What follows belongs to an exercise in optimizing a design on an open flow for small area and a short achievable clock period; a production flow would make more cautious choices.
At most, simulation tests tie the RTL to the original design; equivalence was not proved.
Power and IR drop assume default switching activity.

## tdisto_accum
module tdisto_accum (
  input  logic        clk,
  input  logic        rst_n,
  input  logic        start,
  input  logic [15:0] tlambda,
  input  logic [31:0] sum_a,
  input  logic        done_a,
  input  logic [31:0] sum_b,
  input  logic        done_b,
  output logic        busy,
  output logic [31:0] disto,
  output logic        disto_valid,
  output logic        err
);
export LEC_CHECK = 0
export ABC_AREA = 1
export CAP_MARGIN = 20
export CORE_MARGIN = 2
export CORE_UTILIZATION = 60
export SETUP_SLACK_MARGIN = 2.5
export SLEW_MARGIN = 20
create_clock -name core_clock -period 7.0 [get_ports {clk}]
run.sh (not shown) runs the stock make flow with config.mk's settings and CLKGATE_MAP_FILE= SYNTH_SCRIPT=/design/flow/synth_recipe.tcl, a recipe that flattens the netlist after the stock synthesis.
Edit:
--- a/flow/design.v
+++ b/flow/design.v
@@ -33,26 +33,34 @@
   logic [30:0] acc_q;
   logic [32:0] r_q;
   logic [3:0]  l_q;
   logic in_acc, in_mul, in_out;
   assign in_acc = (state_q == S_ACC);
   assign in_mul = (state_q == S_MUL);
   assign in_out = (state_q == S_OUT);
   logic consume;
   assign consume = in_acc & pend_a_q & pend_b_q;
+  logic        cap_a, cap_b;
+  logic [31:0] sa_d, sb_d;
   logic [32:0] diff;
+  logic [27:0] dq;
+  logic        zq;
+  assign cap_a = done_a & (~pend_a_q | pend_b_q);
+  assign cap_b = done_b & (~pend_b_q | pend_a_q);
+  assign sa_d  = cap_a ? sum_a : sa_q;
+  assign sb_d  = cap_b ? sum_b : sb_q;
+  assign diff  = {sa_d[31], sa_d} - {sb_d[31], sb_d};
   logic        dneg;
   logic [27:0] mag_x;
   logic        mag_c;
-  assign diff  = {sa_q[31], sa_q} - {sb_q[31], sb_q};
-  assign dneg  = diff[32];
-  assign mag_x = diff[32:5] ^ {28{dneg}};
-  assign mag_c = dneg & ~|diff[4:0];
+  assign dneg  = dq[27];
+  assign mag_x = dq ^ {28{dneg}};
+  assign mag_c = dneg & zq;
   logic [31:0] acc_sum2;
   logic [30:0] acc_sum;
   assign acc_sum2 = {acc_q, mag_c} + {3'd0, mag_x, mag_c};
   assign acc_sum  = acc_sum2[31:1];
   logic [2:0] d0_s1, d1_s1, d2_s1, d0_s2, d1_s2, d2_s2, d0_s3, d1_s3, d2_s3;
   assign d0_s1 = booth({tlambda[1:0], 1'b0});
   assign d1_s1 = booth(tlambda[3:1]);
   assign d2_s1 = booth(tlambda[5:3]);
   assign d0_s2 = booth(tl_q[7:5]);
@@ -262,28 +270,28 @@
   assign fs62 = ~neg_q[1] ^ pp2[30] ^ fc60;
   assign fc62 = (~neg_q[1] & pp2[30]) | (~neg_q[1] & fc60) | (pp2[30] & fc60);
   assign fs63 = 1'b1 ^ pp2[31] ^ fc62;
   assign fc63 = (1'b1 & pp2[31]) | (1'b1 & fc62) | (pp2[31] & fc62);
   logic [38:0] row_s, row_c, x;
   assign row_s = {1'b1, 1'b1, ~neg_q[2], fs63, fc61, fs61, fc57, fc55, fc53, fc51, fc49, fc47, fc45, fc43, fc41, fc39, fc37, fc35, fc33, fc31, fc29, fc27, fc25, fc23, fc21, fc19, fc17, fc15, fc13, fc11, fc9, fc7, fc5, fc3, fs3, fc0, fs0, addend[1], addend[0]};
   assign row_c = {1'b0, 1'b0, fc63, 1'b0, fs62, 1'b0, fs59, fs57, fs55, fs53, fs51, fs49, fs47, fs45, fs43, fs41, fs39, fs37, fs35, fs33, fs31, fs29, fs27, fs25, fs23, fs21, fs19, fs17, fs15, fs13, fs11, fs9, fs7, fs5, 1'b0, fs1, 1'b0, pp0[1], pp0[0]};
   assign x = row_s + row_c;
   logic [10:0] hs, hc, hx;
-  logic        c28, hz0, hz1, sat;
+  logic        c28, nz0, nz1, sat;
   assign hs  = row_s[38:28];
   assign hc  = row_c[38:28];
   assign hx  = hs ^ hc;
   assign c28 = x[28] ^ row_s[28] ^ row_c[28];
-  assign hz0 = (hx == {hs[9:0] | hc[9:0], 1'b0});
-  assign hz1 = &hx;
-  assign sat = c28 ? ~hz1 : ~hz0;
+  assign nz0 = (hx != {hs[9:0] | hc[9:0], 1'b0});
+  assign nz1 = ~&hx;
+  assign sat = c28 ? nz1 : nz0;
   logic [31:0] disto_res;
-  assign disto_res = sat ? 32'hFFFF_FFFF : {x[27:0], l_q};
+  assign disto_res = {x[27:0], l_q} | {32{sat}};
   logic acc_done;
   assign acc_done = in_acc & vld_q & cnt_q[4];
   always_ff @(posedge clk) begin
     if (!rst_n) begin
       state_q       <= S_IDLE;
       pend_a_q      <= 1'b0;
       pend_b_q      <= 1'b0;
       vld_q         <= 1'b0;
       busy_q        <= 1'b0;
@@ -327,20 +335,22 @@
     end else if (acc_done) begin
       {neg_q[0], two_q[0], one_q[0]} <= d0_s2;
       {neg_q[1], two_q[1], one_q[1]} <= d1_s2;
       {neg_q[2], two_q[2], one_q[2]} <= d2_s2;
     end else if (in_mul) begin
       {neg_q[0], two_q[0], one_q[0]} <= d0_s3;
       {neg_q[1], two_q[1], one_q[1]} <= d1_s3;
       {neg_q[2], two_q[2], one_q[2]} <= d2_s3;
     end
-    if (done_a & (~pend_a_q | pend_b_q)) sa_q <= sum_a;
-    if (done_b & (~pend_b_q | pend_a_q)) sb_q <= sum_b;
+    sa_q <= sa_d;
+    sb_q <= sb_d;
+    dq   <= diff[32:5];
+    zq   <= ~|diff[4:0];
     if (start) begin
       acc_q <= 31'd0;
       cnt_q <= 5'd0;
     end else if (consume & ~cnt_q[4]) begin
       acc_q <= acc_sum;
       cnt_q <= cnt_q + 5'd1;
     end
     r_q <= x[38:6];
     l_q <= x[5:2];
What happened: The changed run finished clean. Area after synthesis climbs by 3.6%. Sequential share of layout area hardly moves. Clock skew drops by 0.011 ns. Maximum frequency climbs by 2.5%. Count of clock-buffer cells in the layout climbs by 18. Critical path depth drops by 5. Core utilization drops by 3.2 points. Routed wire length drops by 1.8%. Power drops by 6.7%. Non-clock buffer count drops by 38.
Function was not checked in any run of this note: the RTL went through the layout flow alone.

========
## before
Another version of the RTL of tdisto_accum (not shown whole).
Size in the first run: about 1,800 cells after synthesis, roughly 120 I/O pins, roughly 15,000 sq um of cells after synthesis.
==> flow/design.v (excerpt) <==
module tdisto_accum (
  input  logic        clk,
  input  logic        rst_n,
  input  logic        start,
  input  logic [15:0] tlambda,
  input  logic [31:0] sum_a,
  input  logic        done_a,
  input  logic [31:0] sum_b,
  input  logic        done_b,
  output logic        busy,
  output logic [31:0] disto,
  output logic        disto_valid,
  output logic        err
);
  localparam logic [1:0] S_IDLE = 2'd0;
  localparam logic [1:0] S_ACC  = 2'd1;
  localparam logic [1:0] S_MUL  = 2'd2;
  localparam logic [1:0] S_OUT  = 2'd3;
  function automatic logic [2:0] booth(input logic [2:0] b);
    booth[0] = b[1] ^ b[0];
    booth[1] = (b[2] & ~b[1] & ~b[0]) | (~b[2] & b[1] & b[0]);
    booth[2] = b[2] & ~(b[1] & b[0]);
  endfunction
  logic [1:0]  state_q;
  logic        pend_a_q, pend_b_q;
  logic [4:0]  cnt_q;
  logic        busy_q, disto_valid_q, err_q;
  logic [31:0] disto_q;
  logic [15:0] tl_q;
  logic [2:0]  neg_q, two_q, one_q;
  ...
==> flow/config.mk <==
export PLATFORM = sky130hd
export DESIGN_NAME = tdisto_accum
export DESIGN_NICKNAME = tdisto_accum
export VERILOG_FILES = /design/flow/design.v
export SDC_FILE = /design/flow/constraint.sdc
export NUM_CORES = 4
export LEC_CHECK = 0
export CAP_MARGIN = 20
export CORE_MARGIN = 2
export CORE_UTILIZATION = 60
export SETUP_SLACK_MARGIN = 2.8
export SLEW_MARGIN = 20
==> flow/constraint.sdc <==
create_clock -name core_clock -period 7.0 [get_ports {clk}]
set_input_delay 1.4000 -clock core_clock [delete_from_list [all_inputs] [get_ports {clk}]]
set_output_delay 1.4000 -clock core_clock [all_outputs]
set_load 0.01 [all_outputs]
standard.sh (not shown) runs the stock make flow with config.mk's settings and CLKGATE_MAP_FILE= SYNTH_SCRIPT=/design/flow/synth_recipe.tcl, a recipe that flattens the netlist after the stock synthesis.
==> flow/flow/run.sh <==
#!/bin/bash
# The standard layout, with plain buffers on the ports instead of the
# delay-cell buffers that buffer_ports picks by default.
set -euo pipefail
export BUFFER_PORTS_ARGS="-buffer_cell sky130_fd_sc_hd__buf_1"
bash standard.sh finish > standard_flow.log 2>&1
--- input diff before..after ---
--- a/flow/design.v
+++ b/flow/design.v
@@ -20,41 +20,40 @@
     booth[0] = b[1] ^ b[0];
     booth[1] = (b[2] & ~b[1] & ~b[0]) | (~b[2] & b[1] & b[0]);
     booth[2] = b[2] & ~(b[1] & b[0]);
   endfunction
   logic [1:0]  state_q;
   logic        pend_a_q, pend_b_q;
+  logic        vld_q;
   logic [4:0]  cnt_q;
   logic        busy_q, disto_valid_q, err_q;
   logic [31:0] disto_q;
   logic [15:0] tl_q;
   logic [2:0]  neg_q, two_q, one_q;
   logic [2:0]  negn_q, twon_q, onen_q;
-  logic [31:0] v_q;
+  logic [31:0] hold_q;
   logic [30:0] acc_q;
+  logic [31:0] r_q;
   logic [3:0]  l_q;
   logic in_acc, in_mul, in_out;
   assign in_acc = (state_q == S_ACC);
   assign in_mul = (state_q == S_MUL);
   assign in_out = (state_q == S_OUT);
   logic consume;
   assign consume = in_acc & pend_a_q & pend_b_q;
-  logic        a_wait, b_wait, a_next, b_next;
+  logic        a_wait, b_wait, a_next;
   logic [31:0] a_op, b_op;
   logic [32:0] diff;
   logic [27:0] dq;
   logic        zq;
   assign a_wait = pend_a_q & ~pend_b_q;
   assign b_wait = pend_b_q & ~pend_a_q;
-  assign a_op   = a_wait ? v_q : sum_a;
-  assign b_op   = b_wait ? v_q : sum_b;
+  assign a_op   = a_wait ? hold_q : sum_a;
+  assign b_op   = b_wait ? hold_q : sum_b;
   assign diff   = {a_op[31], a_op} - {b_op[31], b_op};
   assign a_next = done_a | a_wait;
-  assign b_next = done_b | b_wait;
-  assign dq     = v_q[27:0];
-  assign zq     = v_q[28];
   logic        dneg;
   logic [27:0] mag_x;
   logic        mag_c;
   assign dneg  = dq[27];
   assign mag_x = dq ^ {28{dneg}};
   assign mag_c = dneg & zq;
@@ -77,13 +76,13 @@
   assign d1_s3 = booth(tl_q[15:13]);
   assign d2_s3 = booth({2'b00, tl_q[15]});
   logic [14:0] k_add;
   assign k_add = {d1_s3[2], 1'b0, d0_s3[2], 1'b0, d2_s2[2], 1'b0, d1_s2[2], 1'b1,
                   d0_s2[2], 1'b0, neg_q[2], 1'b0, neg_q[1], 1'b0, neg_q[0]};
   logic [32:0] addend;
-  assign addend = {v_q[31], v_q};
+  assign addend = in_acc ? {18'd0, k_add} : {r_q[31], r_q};
   logic [31:0] ax, ax2, pp0, pp1, pp2;
   assign ax  = {1'b0, acc_q};
   assign ax2 = {ax[30:0], 1'b0};
   assign pp0[15:0]  = (({16{one_q[0]}} & ax[15:0]) | ({16{two_q[0]}} & ax2[15:0])) ^ {16{neg_q[0]}};
   assign pp1[15:0]  = (({16{one_q[1]}} & ax[15:0]) | ({16{two_q[1]}} & ax2[15:0])) ^ {16{neg_q[1]}};
   assign pp2[15:0]  = (({16{one_q[2]}} & ax[15:0]) | ({16{two_q[2]}} & ax2[15:0])) ^ {16{neg_q[2]}};
@@ -295,13 +294,13 @@
   assign nz0 = (hx != {hs[5:0] | hc[5:0], 1'b0});
   assign nz1 = ~&hx;
   assign sat = c28 ? nz1 : nz0;
   logic [31:0] disto_res;
   assign disto_res = {x[27:0], l_q} | {32{sat}};
   logic acc_done;
-  assign acc_done = in_acc & cnt_q[4];
+  assign acc_done = in_acc & vld_q & cnt_q[4];
   logic [2:0] dig0_d, dig1_d, dig2_d;
   always_comb begin
     if (start) begin
       dig0_d = d0_s1;  dig1_d = d1_s1;  dig2_d = d2_s1;
     end else if (acc_done) begin
       dig0_d = d0_s2;  dig1_d = d1_s2;  dig2_d = d2_s2;
@@ -313,19 +312,21 @@
   end
   always_ff @(posedge clk) begin
     if (!rst_n) begin
       state_q       <= S_IDLE;
       pend_a_q      <= 1'b0;
       pend_b_q      <= 1'b0;
+      vld_q         <= 1'b0;
       busy_q        <= 1'b0;
       disto_valid_q <= 1'b0;
       err_q         <= 1'b0;
       disto_q       <= 32'd0;
     end else begin
       busy_q        <= start | (state_q != S_IDLE);
       disto_valid_q <= ~start & in_out;
+      vld_q         <= ~start & consume;
       if (start) begin
         state_q  <= S_ACC;
         pend_a_q <= 1'b0;
         pend_b_q <= 1'b0;
         err_q    <= 1'b0;
       end else begin
@@ -352,24 +353,23 @@
     {neg_q[0], two_q[0], one_q[0]} <= dig0_d;
     {neg_q[1], two_q[1], one_q[1]} <= dig1_d;
     {neg_q[2], two_q[2], one_q[2]} <= dig2_d;
     {negn_q[0], twon_q[0], onen_q[0]} <= ~dig0_d;
     {negn_q[1], twon_q[1], onen_q[1]} <= ~dig1_d;
     {negn_q[2], twon_q[2], onen_q[2]} <= ~dig2_d;
-    if (cnt_q[4])            v_q <= x[37:6];
-    else if (consume & (cnt_q[3:0] == 4'd15)) v_q <= {17'd0, k_add};
-    else if (a_next & b_next) v_q <= {3'd0, ~|diff[4:0], diff[32:5]};
-    else if (a_next)         v_q <= a_op;
-    else                     v_q <= b_op;
+    hold_q <= a_next ? a_op : b_op;
+    dq   <= diff[32:5];
+    zq   <= ~|diff[4:0];
     if (start) begin
       acc_q <= 31'd0;
       cnt_q <= 5'd0;
     end else if (consume & ~cnt_q[4]) begin
       acc_q <= acc_sum;
       cnt_q <= cnt_q + 5'd1;
     end
+    r_q <= x[37:6];
     l_q <= x[5:2];
   end
   assign busy        = busy_q;
   assign disto       = disto_q;
   assign disto_valid = disto_valid_q;
   assign err         = err_q;
## What came out
- On after: net count after synthesis is 67 lower than what before gave.
- after: portion of the clock cycle consumed by the worst path in the final layout 2.3 points above before
- Number of fillers in the final layout ended up about 1.1% higher on after than on before.
- Going from before to after, power higher, flip-flop and latch count now larger, compound-gate portion of the synthesized area went down 2.7 points, share of cell area taken by flip-flops and latches grew by 5.3 points.
- In after, number of gates on the worst path with buffers counted is higher than in before.
- Going from before to after, number of tapcells grew by a few percent.
- Comparing proportion of power drawn by combinational gates for after and before, the smaller number came from after.

[afterwards: timing with drivers on the ports]
How much do the figures lean on ideal ports? The routed layouts below were timed once more, with nothing changed but the port constraints. Step 1, drivers: a clkbuf_16 drives clk and a buf_2 each remaining input, both assumed. Step 2 also shifts input and output timing later by t, the mid clock arrival at the registers, as if the neighbouring blocks saw the same clock. a / b / c = ideal / step 1 / step 2; a / b = the first two.
| run | t (ns) | slack for setup (ns) | hold WS [ns] |
|---|---|---|---|
| the first run of note 1 | 0.495 | 2.497 / 2.497 / 2.497 | 0.452 / 0.452 / 0.452 |
| the second run of note 1 | 0.610 | 2.606 / 2.606 / 2.136 | 0.475 / 0.475 / 0.475 |
| before | 0.484 | 2.817 / 2.817 / 2.613 | 0.453 / 0.453 / 0.453 |
| after | 0.587 | 2.657 / 2.657 / 2.416 | 0.488 / 0.488 / 0.488 |
After both steps every run listed still meets setup and hold. The setup slack of the second run of note 1, which loses most, moves by 0.000 ns with the drivers and by -0.470 ns with both steps.
